This design comes from an exercise in tuning for small area on the open sky130 flow, not from production work.
In this exercise RTL edits were held to simulation tests only and were not proved equivalent to the original.
Power figures rest on the tool's default switching activity, not on a simulated workload.

== run A ==
==> flow/design.v <==
package udp_tx_cfg_pkg;
    localparam int unsigned PAYLOAD_BYTES = 18;
    localparam int unsigned FRAME_BYTES = 60;
    localparam int unsigned PREAMBLE_NIBBLES = 16;
    localparam int unsigned FRAME_NIBBLES    = 2 * FRAME_BYTES;
    localparam int unsigned FCS_NIBBLES      = 8;
    localparam int unsigned GAP_NIBBLES      = 24;
    localparam int unsigned NIBBLE_DIVIDER = 4;
    typedef logic [6:0] nibble_idx_t;
    typedef logic [$clog2(NIBBLE_DIVIDER)-1:0] div_count_t;
    typedef enum logic [2:0] {
        PHASE_IDLE,
        PHASE_BUILD,
        PHASE_CHECKSUM,
        PHASE_PREAMBLE,
        PHASE_FRAME,
        PHASE_FCS,
        PHASE_GAP
    } tx_phase_e;
    typedef struct packed {
        logic [31:0] src_ip;
        logic [47:0] src_mac;
        logic [15:0] src_port;
        logic [31:0] dest_ip;
        logic [47:0] dest_mac;
        logic [15:0] dest_port;
    } udp_request_t;
    typedef struct packed {
        logic       en;
        logic       strobe;
        logic [3:0] d;
    } mii_tx_t;
endpackage
import udp_tx_cfg_pkg::*;
module udp_tx_top (
    input  logic                                       clk,
    input  logic                                       reset,
    input  logic                                       send,
    input  udp_tx_cfg_pkg::udp_request_t               request,
    input  logic [udp_tx_cfg_pkg::PAYLOAD_BYTES*8-1:0] payload,
    output logic                                       ready,
    output udp_tx_cfg_pkg::mii_tx_t                    tx
);
    localparam int RING = 336;
    logic [1:0] div;
    logic       tick;
    logic       busy;        
    logic [7:0] n;           
    logic [1:0] v;           
    logic [9:0] pos;
    assign pos = {n, div - 2'd1};
    logic accept;
    assign accept = send & ready;
    always_ff @(posedge clk) begin
        if (reset) begin
            div  <= '0;
            tick <= 1'b0;
        end else begin
            div  <= div + 2'd1;
            tick <= (div == 2'd3);
        end
    end
    always_ff @(posedge clk) begin
        if (reset) begin
            ready <= 1'b1;
            busy  <= 1'b0;
            n     <= '0;
        end else if (accept) begin
            ready <= 1'b0;
            busy  <= 1'b1;
            n     <= {8{div[1]}};
        end else if (busy && tick) begin
            if (n == 8'd167) begin
                ready <= 1'b1;
                busy  <= 1'b0;
                n     <= '0;
            end else begin
                n <= n + 8'd1;
            end
        end
    end
    always_ff @(posedge clk) begin
        if (ready) begin
            v <= div;
        end
    end
    logic [1:0] sel;
    assign sel = {v[1], ~v[0]};
    logic [479:0] fdata;
    assign fdata = {request.dest_mac, request.src_mac, 16'h0, 80'h0, 16'h0,
                    request.src_ip, request.dest_ip, request.src_port, request.dest_port,
                    32'h0, payload};
    logic [RING-1:0] ring;
    logic [RING-1:0] ring_in;
    for (genvar q = 0; q < RING; q++) begin : g_map
        localparam int TF = (q < 144) ? (479 - q) : (q < 240) ? (447 - q) : (335 - q);
        assign ring_in[q] = fdata[(59 - TF / 8) * 8 + TF % 8];
    end
    localparam int CS_W = 146;
    logic [RING-1:0] ring_prev;
    logic            cs_wr, cs_sum;
    always_comb begin
        ring_prev = {ring[RING-2:0], ring[RING-1]};
        if (cs_wr) begin
            ring_prev[CS_W] = cs_sum;
        end
    end
    always_ff @(posedge clk) begin
        ring <= ~((ring_in | {RING{busy}}) & (ring_prev | {RING{ready}}));
    end
    logic corr;
    assign corr = pos[0] ^ sel[0];
    logic tap_a, tap_b, tap_c;
    assign tap_a = ring[62 + sel] ^ corr;
    assign tap_b = ring[174 + sel] ^ corr;
    assign tap_c = ring[206 + sel] ^ corr;
    localparam logic [15:0] CSUM_INIT = 16'h4C44;
    logic cy;
    logic cs_init, cs_first, cs_win, cs_d, cs_a;
    assign cs_init  = (pos < 10'd160);
    assign cs_first = (pos < 10'd176);
    assign cs_win   = (pos < 10'd224);
    assign cs_wr    = !cs_init && (pos < 10'd240);
    assign cs_d     = cs_win & tap_a;
    assign cs_a     = cs_first ? CSUM_INIT[pos[3:0]] : ring[CS_W + 15];
    assign cs_sum   = cs_a ^ cs_d ^ cy;
    always_ff @(posedge clk) begin
        if (cs_init) begin
            cy <= 1'b0;
        end else begin
            cy <= (cs_a & cs_d) | (cs_a & cy) | (cs_d & cy);
        end
    end
    logic cs_out;
    assign cs_out = ring[CS_W + 31];
    logic [8:0] tf;
    assign tf = 9'(pos - 10'd64);
    logic [7:0] kbyte;
    always_comb begin
        case (tf[8:3])
            6'd12:   kbyte = 8'h08;
            6'd14:   kbyte = 8'h45;
            6'd15:   kbyte = 8'h0C;
            6'd17:   kbyte = 8'h2E;
            6'd22:   kbyte = 8'hFF;
            6'd23:   kbyte = 8'h11;
            6'd39:   kbyte = 8'h1A;
            default: kbyte = 8'h00;
        endcase
    end
    logic [31:0] crc;
    logic        s;
    always_comb begin
        if (pos < 10'd64) begin
            s = ~pos[0] | (pos[5:0] == 6'd63);
        end else if (pos < 10'd160) begin
            s = tap_a;
        end else if (pos < 10'd256) begin
            s = kbyte[tf[2:0]];
        end else if (pos < 10'd272) begin
            s = ~cs_out;
        end else if (pos < 10'd368) begin
            s = tap_b;
        end else if (pos < 10'd400) begin
            s = kbyte[tf[2:0]];
        end else if (pos < 10'd544) begin
            s = tap_c;
        end else begin
            s = ~crc[0];
        end
    end
    localparam logic [31:0] POLY = 32'hEDB88320;
    logic in_frame, fb;
    assign in_frame = (pos >= 10'd64) && (pos < 10'd544);
    assign fb       = crc[0] ^ s;
    always_ff @(posedge clk) begin
        for (int i = 0; i < 31; i++) begin
            crc[i] <= crc[i+1] ^ (POLY[i] & in_frame & fb);
        end
        crc[31] <= in_frame ? fb : 1'b1;
    end
    logic [2:0] col;
    logic       sending;
    assign sending = busy && (n < 8'd144);
    always_ff @(posedge clk) begin
        col <= {s, col[2:1]};
    end
    logic en_q;
    logic [3:0] d_q;
    always_ff @(posedge clk) begin
        if (reset) begin
            en_q <= 1'b0;
            d_q  <= '0;
        end else if (tick) begin
            en_q <= sending;
            d_q  <= sending ? {s, col} : 4'h0;
        end
    end
    assign tx.en     = en_q;
    assign tx.strobe = en_q && (div == 2'd1);
    assign tx.d      = d_q;
endmodule
==> flow/config.mk <==
export PLATFORM = sky130hd
export DESIGN_NAME = udp_tx_top
export DESIGN_NICKNAME = udp_tx_top
export VERILOG_FILES = /design/flow/design.v
export SDC_FILE = /design/flow/constraint.sdc
export NUM_CORES = 4
export LEC_CHECK = 0
export ABC_AREA = 0
export CAP_MARGIN = 20
export CORE_MARGIN = 2
export CORE_UTILIZATION = 40
export SLEW_MARGIN = 20
==> flow/constraint.sdc <==
create_clock -name core_clock -period 10.0 [get_ports {clk}]
set_input_delay 2.0000 -clock core_clock [delete_from_list [all_inputs] [get_ports {clk}]]
set_output_delay 2.0000 -clock core_clock [all_outputs]
set_load 0.01 [all_outputs]
standard.sh (not shown) runs the stock make flow with config.mk's settings and CLKGATE_MAP_FILE= SYNTH_SCRIPT=/design/flow/synth_recipe.tcl, a recipe that flattens the netlist after the stock synthesis.
==> flow/flow/run.sh <==
#!/bin/bash
set -euo pipefail
export BUFFER_PORTS_ARGS="-buffer_cell sky130_fd_sc_hd__buf_1"
export CTS_ARGS="-sink_clustering_enable -repair_clock_nets -dont_use_dummy_load -buf_list sky130_fd_sc_hd__clkbuf_4 -sink_clustering_size 10 -sink_clustering_max_diameter 40"
bash standard.sh > flow_make.log 2>&1
Input-level comparison between run B and run A:
# run A
export LEC_CHECK = 0
export ABC_AREA = 0
export CAP_MARGIN = 20
export CORE_MARGIN = 2
export CORE_UTILIZATION = 40
export SLEW_MARGIN = 20
create_clock -name core_clock -period 10.0 [get_ports {clk}]
# run B
export LEC_CHECK = 0
export ABC_AREA = 0
export CAP_MARGIN = 20
export CORE_MARGIN = 2
export CORE_UTILIZATION = 60
export SLEW_MARGIN = 20
create_clock -name core_clock -period 10.0 [get_ports {clk}]
==> flow/flow/run.sh <==
#!/bin/bash
set -euo pipefail
export BUFFER_PORTS_ARGS="-buffer_cell sky130_fd_sc_hd__buf_1"
export CTS_ARGS="-sink_clustering_enable -repair_clock_nets -dont_use_dummy_load -buf_list sky130_fd_sc_hd__clkbuf_4 -sink_clustering_size 12 -sink_clustering_max_diameter 40"
bash standard.sh > flow_make.log 2>&1
==> results.txt <==
Sort run B and run A by met1 routing resource usage after global routing asc -> top: run A
Run B vs. run A: wire length shows a reduction of 7.1%, global-route usage up 7.0 points, data-path buffer share of cell area in the final layout saw an increase, static leakage decreased by about 0.9% relative to the old numbers, area of the core fell about 34%.
Clock network area share | run B below run A
Changes observed in run B relative to run A: worst hold-check slack down 38 ps; minimum period implied by the final worst setup slack down 43 ps.
Run B and run A ended up with nearly the same number of post-CTS setup repair buffers.
Run B ended up with a lower first-pass GRT wire length than run A did.

==> re-timing with driven ports <==
The results above use ideal ports. As a check the final layouts listed here were re-extracted and re-timed, cells and wires unchanged.
Step 1 (the two cells are an assumption about what drives the block):
set clk [get_ports {clk}]
set_driving_cell -lib_cell sky130_fd_sc_hd__clkbuf_16 $clk
set_driving_cell -lib_cell sky130_fd_sc_hd__buf_2 [delete_from_list [all_inputs] $clk]
Step 2 adds t to the input delays and takes it off the output delays; t is the mean of the earliest and latest rising clock arrival at the registers after step 1. Input paths then give back, and output paths get back, about the clock's delay inside the block.
Three values: ideal, step 1, step 2; two values: the first two.
| run | t (ns) | setup WS [ns] | hold WS [ns] | latest minus earliest clock arrival (ns) |
|---|---|---|---|---|
| run A | 0.697 | 6.107 / 6.063 / 6.711 | 0.316 / 0.316 / 0.316 | 0.101 / 0.101 |
| run B | 0.654 | 6.150 / 6.108 / 6.762 | 0.278 / 0.278 / 0.278 | 0.056 / 0.056 |
After both steps every run listed still meets setup and hold.
